Background: an optimization exercise with open tools, aiming at small area, a short achievable clock period and few clock cycles per item. Do not read the settings as production practice. In this exercise RTL edits were held to simulation tests only and were not proved equivalent to the original. Power figures rest on the tool's default switching activity, not on a simulated workload.

Setup of v42:
==> flow/design.v <==
package mada_pkg;
  localparam int WINDOW_SIZE_DEFAULT = 20;
  localparam int SAMPLE_W            = 12;
  localparam int PERIOD_W            = 8;
  localparam int CFG_INDEX_W         = 4;
  localparam int CFG_DATA_W          = 12;
endpackage
module moving_average_deviation_alarm #(
  parameter int WINDOW_SIZE = mada_pkg::WINDOW_SIZE_DEFAULT
) (
  input  logic        clk,
  input  logic        rst,
  input  logic        in_valid,
  output logic        in_stall,
  input  logic [11:0] sample,
  output logic        out_valid,
  input  logic        out_stall,
  output logic [11:0] average,
  output logic [11:0] deviation,
  output logic        alarm,
  output logic        report_due,
  output logic        initialized,
  input  logic        cfg_valid,
  output logic        cfg_ready,
  input  logic [3:0]  cfg_index,
  input  logic [11:0] cfg_data
);
  localparam logic [351:0] DIV_HI = 352'b1100011001011000000000101110010111011001100110101100100101001100101010000000010011001011100100110011000110010010000110010100000000000111100101101110011001011011001000110011001001100000000010110010110101001100101001100100010001100100100000000000111001011001100110010010110010000100110010001000000000001100101100010011001000011001000000011001000000000000;
  localparam logic [191:0] DIV_LO = 192'b110001110000101100101011101010101001101000100100100011100010100001100000011100011011011010011001011000010100010011010010010001010000001100001011001010001001001000000100000011000010000001000000;
  localparam logic [255:0] DIV_C = 256'b0000000000000000000000000000000000000000000000000000000000000000000000000000000000000000000000000000000000001011101010011000010000000000000010101001100001000011000000000000100110000100001100100000000000001000010000110010000100000000000001000011001000010000;
  logic [11:0] thr, vlo, vhi;
  logic [7:0]  per;
  assign cfg_ready = 1'b1;
  always_ff @(posedge clk) begin
    if (rst) begin
      thr <= 12'd32;
      vlo <= 12'd16;
      vhi <= 12'd1600;
      per <= 8'd10;
    end else if (cfg_valid) begin
      case (cfg_index)
        4'd0: thr <= cfg_data;
        4'd1: vlo <= cfg_data;
        4'd2: vhi <= cfg_data;
        4'd3: per <= cfg_data[7:0];
        default: ;
      endcase
    end
  end
  logic        adv, acc;
  logic        skid_v;
  logic [11:0] skid_d;
  logic [11:0] in_w, sbi;
  logic [10:0] dhi;
  logic [5:0]  dli;
  assign adv      = !(out_valid && out_stall);
  assign in_stall = skid_v;
  assign acc      = in_valid && !skid_v;
  always_ff @(posedge clk) begin
    if (rst) skid_v <= 1'b0;
    else     skid_v <= !adv && (skid_v || acc);
  end
  always_ff @(posedge clk) begin
    if (!skid_v) skid_d <= sample;
  end
  assign in_w = skid_v ? skid_d : sample;
  assign sbi  = {~in_w[11], in_w[10:0]};
  assign dhi  = DIV_HI[11*sbi[11:7] +: 11];
  assign dli  = DIV_LO[6*sbi[6:2] +: 6];
  logic        v0;
  logic [11:0] s0;
  logic [7:0]  qh0;
  logic [2:0]  rh0, lq0, lr0;
  logic [3:0]  dc;
  logic        junkq;
  logic [7:0]  q0;
  logic [4:0]  r0;
  logic        inr0;
  always_ff @(posedge clk) begin
    if (rst) v0 <= 1'b0;
    else if (adv) v0 <= skid_v || acc;
  end
  always_ff @(posedge clk) begin
    if (adv) begin
      s0  <= in_w;
      qh0 <= dhi[10:3];
      rh0 <= dhi[2:0];
      lq0 <= dli[5:3];
      lr0 <= dli[2:0];
    end
  end
  assign dc = DIV_C[4*{rh0, lr0} +: 4];
  assign {q0, junkq} = {qh0, dc[3]} + {5'd0, lq0, dc[3]};
  assign r0 = {dc[2:0], s0[1:0]};
  logic [4:0]        rtail_n;
  logic signed [5:0] dr0;
  assign dr0  = $signed({1'b0, r0}) - $signed({1'b0, rtail_n});
  assign inr0 = ($signed(s0) > $signed(vlo)) && ($signed(s0) < $signed(vhi));
  logic        v1, inr1;
  logic [7:0]  q1;
  logic [4:0]  r1;
  logic signed [5:0] dr1;
  logic [11:0] s1;
  always_ff @(posedge clk) begin
    if (rst) v1 <= 1'b0;
    else if (adv) v1 <= v0;
  end
  always_ff @(posedge clk) begin
    if (adv) begin
      q1   <= q0;
      r1   <= r0;
      dr1  <= dr0;
      s1   <= s0;
      inr1 <= inr0;
    end
  end
  logic [7:0]        wq [0:19];
  logic [4:0]        wr [0:19];
  logic [4:0]        kcnt;
  logic              kfull;
  logic              filled;
  logic [4:0]        R;
  logic              fill, upd, push;
  logic [7:0]        qt_n;
  logic signed [6:0] rx;
  logic              cp, cn;
  logic [4:0]        rn;
  logic [8:0]        x1;
  assign fill  = v1 && !filled && inr1;
  assign upd   = v1 && filled;
  assign push  = adv && v1;
  assign qt_n    = fill ? q1 : (kfull ? wq[18] : wq[19]);
  assign rtail_n = !v1 ? wr[19] : (fill ? r1 : (kfull ? wr[18] : wr[19]));
  assign rx    = $signed({2'b0, R}) + 7'(dr1);
  assign cn    = rx[6];
  assign cp    = !rx[6] && (rx >= 7'sd20);
  assign rn    = cn ? 5'(rx + 7'sd20) : (cp ? 5'(rx - 7'sd20) : rx[4:0]);
  logic [8:0]        xm, x0;
  logic              junkx;
  assign xm    = {1'b0, q1} + {1'b1, ~wq[19]};
  assign {x0, junkx} = {1'b0, q1, 1'b1} + {1'b1, ~wq[19], 1'b1};
  assign x1    = cn ? xm : x0;
  always_ff @(posedge clk) begin
    if (push) begin
      wq[0] <= q1;
      wr[0] <= r1;
      for (int i = 1; i < 19; i++) begin
        wq[i] <= wq[i-1];
        wr[i] <= wr[i-1];
      end
      wq[19] <= qt_n;
      wr[19] <= rtail_n;
    end
  end
  always_ff @(posedge clk) begin
    if (rst) filled <= 1'b0;
    else if (adv && fill) filled <= 1'b1;
  end
  always_ff @(posedge clk) begin
    if (adv) begin
      if (fill) begin
        kcnt  <= 5'd0;
        kfull <= 1'b0;
        R     <= 5'd0;
      end else if (upd) begin
        R <= rn;
        if (!kfull) kcnt <= kcnt + 5'd1;
        if (kcnt == 5'd18) kfull <= 1'b1;
      end
    end
  end
  logic        v2, fill2, upd2, cp2;
  logic [8:0]  x2;
  logic [11:0] s2;
  logic [11:0] Q, qn, qu;
  logic        junkqu;
  assign {qu, junkqu} = {Q, cp2} + {{3{x2[8]}}, x2, cp2};
  assign qn = fill2 ? {~s2[11], s2[10:0]} : (upd2 ? qu : Q);
  always_ff @(posedge clk) begin
    if (rst) v2 <= 1'b0;
    else if (adv) v2 <= v1;
  end
  always_ff @(posedge clk) begin
    if (adv) begin
      fill2 <= fill;
      upd2  <= upd;
      x2    <= x1;
      cp2   <= cp;
      s2    <= s1;
    end
  end
  always_ff @(posedge clk) begin
    if (adv) begin
      Q <= qn;
    end
  end
  logic        v3, upd3, fill3, corr;
  logic [11:0] s3;
  logic [12:0] nsb3;
  always_ff @(posedge clk) begin
    if (rst) v3 <= 1'b0;
    else if (adv) v3 <= v2;
  end
  always_ff @(posedge clk) begin
    if (adv) begin
      upd3  <= upd2;
      s3    <= s2;
      nsb3  <= 13'd0 - {1'b0, ~s2[11], s2[10:0]};
      fill3 <= fill2;
      corr  <= !qn[11] && (R != 5'd0);
    end
  end
  logic        zero, thr0, junk0, junk1, junk2, junk3;
  logic [11:0] sb3, avgb;
  logic [12:0] dpos, dng;
  logic [11:0] dev;
  logic [13:0] ua, ub, uc, s1v, c1v, t1;
  logic [13:0] va, vb, vc, s2v, c2v, t2;
  assign sb3  = {~s3[11], s3[10:0]};
  assign avgb = Q + {11'd0, corr};
  assign {dpos, junk0} = {1'b0, sb3, 1'b1} + {1'b1, ~Q, !corr};
  assign {dng, junk3}  = {1'b0, Q, corr} + {nsb3, corr};
  assign thr0 = (thr == 12'd0);
  assign zero = !upd3 || (s3 == 12'd0) || (Q == 12'h800 && !corr) || (Q == 12'h7FF && corr);
  assign dev  = zero ? 12'd0 : (dpos[12] ? dng[11:0] : dpos[11:0]);
  assign ua  = {2'b00, sb3};
  assign ub  = {2'b11, ~Q};
  assign uc  = {2'b11, ~thr};
  assign s1v = ua ^ ub ^ uc;
  assign c1v = (ua & ub) | (ua & uc) | (ub & uc);
  assign {t1, junk1} = {s1v, 1'b1} + {c1v[12:0], !corr, 1'b1};
  assign va  = {2'b00, Q};
  assign vb  = {nsb3[12], nsb3};
  assign vc  = {2'b11, ~thr};
  assign s2v = va ^ vb ^ vc;
  assign c2v = (va & vb) | (va & vc) | (vb & vc);
  assign {t2, junk2} = {s2v, corr} + {c2v[12:0], 1'b1, corr};
  logic [7:0] cnt;
  logic       rep;
  assign rep = (cnt >= per);
  always_ff @(posedge clk) begin
    if (rst) cnt <= 8'd0;
    else if (adv && v3) cnt <= rep ? 8'd1 : cnt + 8'd1;
  end
  always_ff @(posedge clk) begin
    if (rst) out_valid <= 1'b0;
    else if (adv) out_valid <= v3;
  end
  always_ff @(posedge clk) begin
    if (adv) begin
      average     <= upd3 ? (avgb ^ 12'h800) : 12'd0;
      deviation   <= dev;
      alarm       <= thr0 || (!zero && (!t1[13] || !t2[13]));
      report_due  <= rep;
      initialized <= upd3 || fill3;
    end
  end
endmodule
==> flow/config.mk <==
export PLATFORM = sky130hd
export DESIGN_NAME = moving_average_deviation_alarm
export DESIGN_NICKNAME = moving_average_deviation_alarm
export VERILOG_FILES = /design/flow/design.v
export SDC_FILE = /design/flow/constraint.sdc
export NUM_CORES = 4
export LEC_CHECK = 0
export CAP_MARGIN = 20
export CORE_MARGIN = 2
export CORE_UTILIZATION = 65
export CTS_CLUSTER_DIAMETER = 80
export CTS_CLUSTER_SIZE = 30
export SETUP_SLACK_MARGIN = 2.7
export SLEW_MARGIN = 20
==> flow/constraint.sdc <==
create_clock -name core_clock -period 5.5 [get_ports {clk}]
set_input_delay 1.1000 -clock core_clock [delete_from_list [all_inputs] [get_ports {clk}]]
set_output_delay 1.1000 -clock core_clock [all_outputs]
set_load 0.01 [all_outputs]
run.sh (not shown) runs the stock make flow with config.mk's settings and CLKGATE_MAP_FILE= SYNTH_SCRIPT=/design/flow/synth_recipe.tcl, a recipe that flattens the netlist after the stock synthesis.
Testbench counts of v42, summed over its fixed seeds: cycles 3,240, items 3,200.
> inputs changed (v42 -> v36)
Settings: PLACE_DENSITY: unset -> 0.75.
Notes after the runs:
- Clock period minus worst slack (higher): v42
- Re final setup TNS: no difference whatsoever between v42 and v36.
- Worst setup slack, v36 and v42: lower on v42
- Final routed wirelength across all metal layers, v36 and v42: larger value in v36
- Reported for v36 and v42, initial core utilization turned out identical to the last digit.
- Between v36 and v42, the final cell utilization of the core does not differ in any meaningful way.
- There was hardly any difference in multi-input gate share of total cell area between v36 and v42.
- Summary of v36 over v42: sequential cell count has remained practically unchanged, post-route total power has remained practically unchanged.
The following lists how v39 was set up differently from v36:
Settings: PLACE_DENSITY: 0.75 -> unset; CORE_UTILIZATION: 65 -> 70.
==> flow/flow/run.sh (new file) <==
#!/bin/bash
# The standard layout (standard.sh: ORFS synthesis to finish), except that
# buffer_ports puts sky130_fd_sc_hd__buf_2 cells on the input and output ports
# instead of its default choice (sky130_fd_sc_hd__clkdlybuf4s50_1).
# make's full output goes to standard.log; ORFS keeps each step's log under
# orfs/logs/.
set -o pipefail
export BUFFER_PORTS_ARGS="-buffer_cell sky130_fd_sc_hd__buf_2"
bash standard.sh > standard.log 2>&1
==> flow/standard.sh (new file) <==
#!/bin/bash
# synth_recipe.tcl (not shown) runs the flow's synth.tcl, then flattens the netlist and writes it again
# the make line also repeats each setting of config.mk as NAME=value (left out here)
make -C /OpenROAD-flow-scripts/flow DESIGN_CONFIG=/design/flow/config.mk WORK_HOME=/design/flow/orfs CLKGATE_MAP_FILE= SYNTH_SCRIPT=/design/flow/synth_recipe.tcl "${@:-finish}"
removed: flow/run.sh
==> run summary <==
v39 vs v36 — fraction of power spent switching nets dropped 0.16 points. Against v36, number of inverters outside the clock class in the layout in v39 fell slightly. Type of the setup path with the least slack: register to register -> v36, input port to register -> v39. Delta (v39 minus v36): maximum frequency went up by about 1.6%; final worst slack went up by 0.044 ns. [compare] base=v36 new=v39: detailed-routed wire length on met2 now smaller, number of gates given a new drive strength after cts now smaller, layout-stage area growth over the synthesis result now smaller, core utilization now larger. v39 vs v36 — count of clock-buffer cells in the layout dropped by a few percent. v39: total power is about 1.7% lower than what v36 reported.
The inputs of v17 differ from those of v39 as listed below.
Settings: CORE_UTILIZATION now 65, was 70; CTS_BUF_LIST now sky130_fd_sc_hd__clkbuf_8 sky130_fd_sc_hd__clkbuf_16, previously not set.
==> flow/run.sh (new file) <==
#!/bin/bash
# synth_recipe.tcl (not shown) runs the flow's synth.tcl, then flattens the netlist and writes it again
# the make line also repeats each setting of config.mk as NAME=value (left out here)
make -C /OpenROAD-flow-scripts/flow DESIGN_CONFIG=/design/flow/config.mk WORK_HOME=/design/flow/orfs CLKGATE_MAP_FILE= SYNTH_SCRIPT=/design/flow/synth_recipe.tcl finish
removed: flow/flow/run.sh
removed: flow/standard.sh
==> run summary <==
- Every stage of the flow completed for v39, and the final layout passed the timing, DRC and antenna checks.
- v17: all stages complete, timing, DRC and antenna checks passed
- [v17] data arrival time of the critical path rose 0.15 ns relative to v39
- Going from v39 to v17, worst setup slack went down 0.066 ns, area of the die saw an increase, share of the clock period used by the worst path went up by 1.2 points, number of global-route vias before repair barely changed, pre-CTS setup slack fell 0.34 ns.
- v17 reports its start point of the critical path as Q[0] while v39 reports out_stall.
- Compare v17 and v39 | final cell count without fillers higher: v17
- Global-route wire length before repair on v17 is up relative to v39.
- Compared to v39, the router laid down more metal wire for v17.
- The run showing the greater design area is v17.
- v17 vs v39, leakage power summed over all cells went up by about 1.1%.
Changes in v59 relative to v17:
Settings: CORE_UTILIZATION: 65 -> 72; CTS_BUF_LIST: sky130_fd_sc_hd__clkbuf_8 sky130_fd_sc_hd__clkbuf_16 -> unset.
==> flow/flow/run.sh (new file) <==
#!/bin/bash
# The standard layout (standard.sh: ORFS synthesis to finish), except that
# buffer_ports puts sky130_fd_sc_hd__buf_2 cells on the input and output ports
# instead of its default choice (sky130_fd_sc_hd__clkdlybuf4s50_1).
# make's full output goes to standard.log; ORFS keeps each step's log under
# orfs/logs/.
set -o pipefail
export BUFFER_PORTS_ARGS="-buffer_cell sky130_fd_sc_hd__buf_2"
bash standard.sh > standard.log 2>&1
==> flow/standard.sh (new file) <==
#!/bin/bash
# synth_recipe.tcl (not shown) runs the flow's synth.tcl, then flattens the netlist and writes it again
# the make line also repeats each setting of config.mk as NAME=value (left out here)
make -C /OpenROAD-flow-scripts/flow DESIGN_CONFIG=/design/flow/config.mk WORK_HOME=/design/flow/orfs CLKGATE_MAP_FILE= SYNTH_SCRIPT=/design/flow/synth_recipe.tcl "${@:-finish}"
removed: flow/run.sh
## What came out
Between v59 and v17, the synthesized area figures differ only marginally.
The clock-buffer cell count number comes out higher for v59 vs v17.
Per the comparison of v59 with v17, maximum clock frequency neither gained nor lost much; normalized max-slew margin lost 0.44 points; post-detailed-placement cell area lost about 1.5%; cell count lost about 3%.
A launching element of the worst setup path of Q[0] is what v17 shows, while s3[0] belongs to v59.

==> afterwards: timing with drivers on the ports <==
The results above use ideal ports. As a check the final layouts listed here were re-extracted and re-timed, cells and wires unchanged.
Step 1 assumes that a clkbuf_16 drives the clock port and a buf_2 every other input.
Step 2 adds t to the input delays and takes it off the output delays; t is the mean of the earliest and latest rising clock arrival at the registers after step 1. Input paths then give back, and output paths get back, about the clock's delay inside the block.
Slacks: no drivers / after step 1 / after step 2; pairs: no drivers / after step 1.
run | t, ns | setup WS [ns] | worst setup path at the end | worst data-port slew with drivers (ns) | cell pins on the clock port's net
v42 | 0.595 | 2.712 / 2.712 / 2.188 | input to register | 0.03 | 1
v36 | 0.607 | 2.729 / 2.729 / 2.172 | input to register | 0.03 | 1
v39 | 0.597 | 2.773 / 2.781 / 2.207 | input to register | 0.04 | 1
v17 | 0.595 | 2.708 / 2.708 / 2.217 | input to register | 0.03 | 1
v59 | 0.589 | 2.706 / 2.706 / 2.165 | input to register | 0.03 | 1
After both steps every run listed still meets setup and hold. The setup slack of v39, which loses most, moves by +0.008 ns with the drivers and by -0.566 ns with both steps.
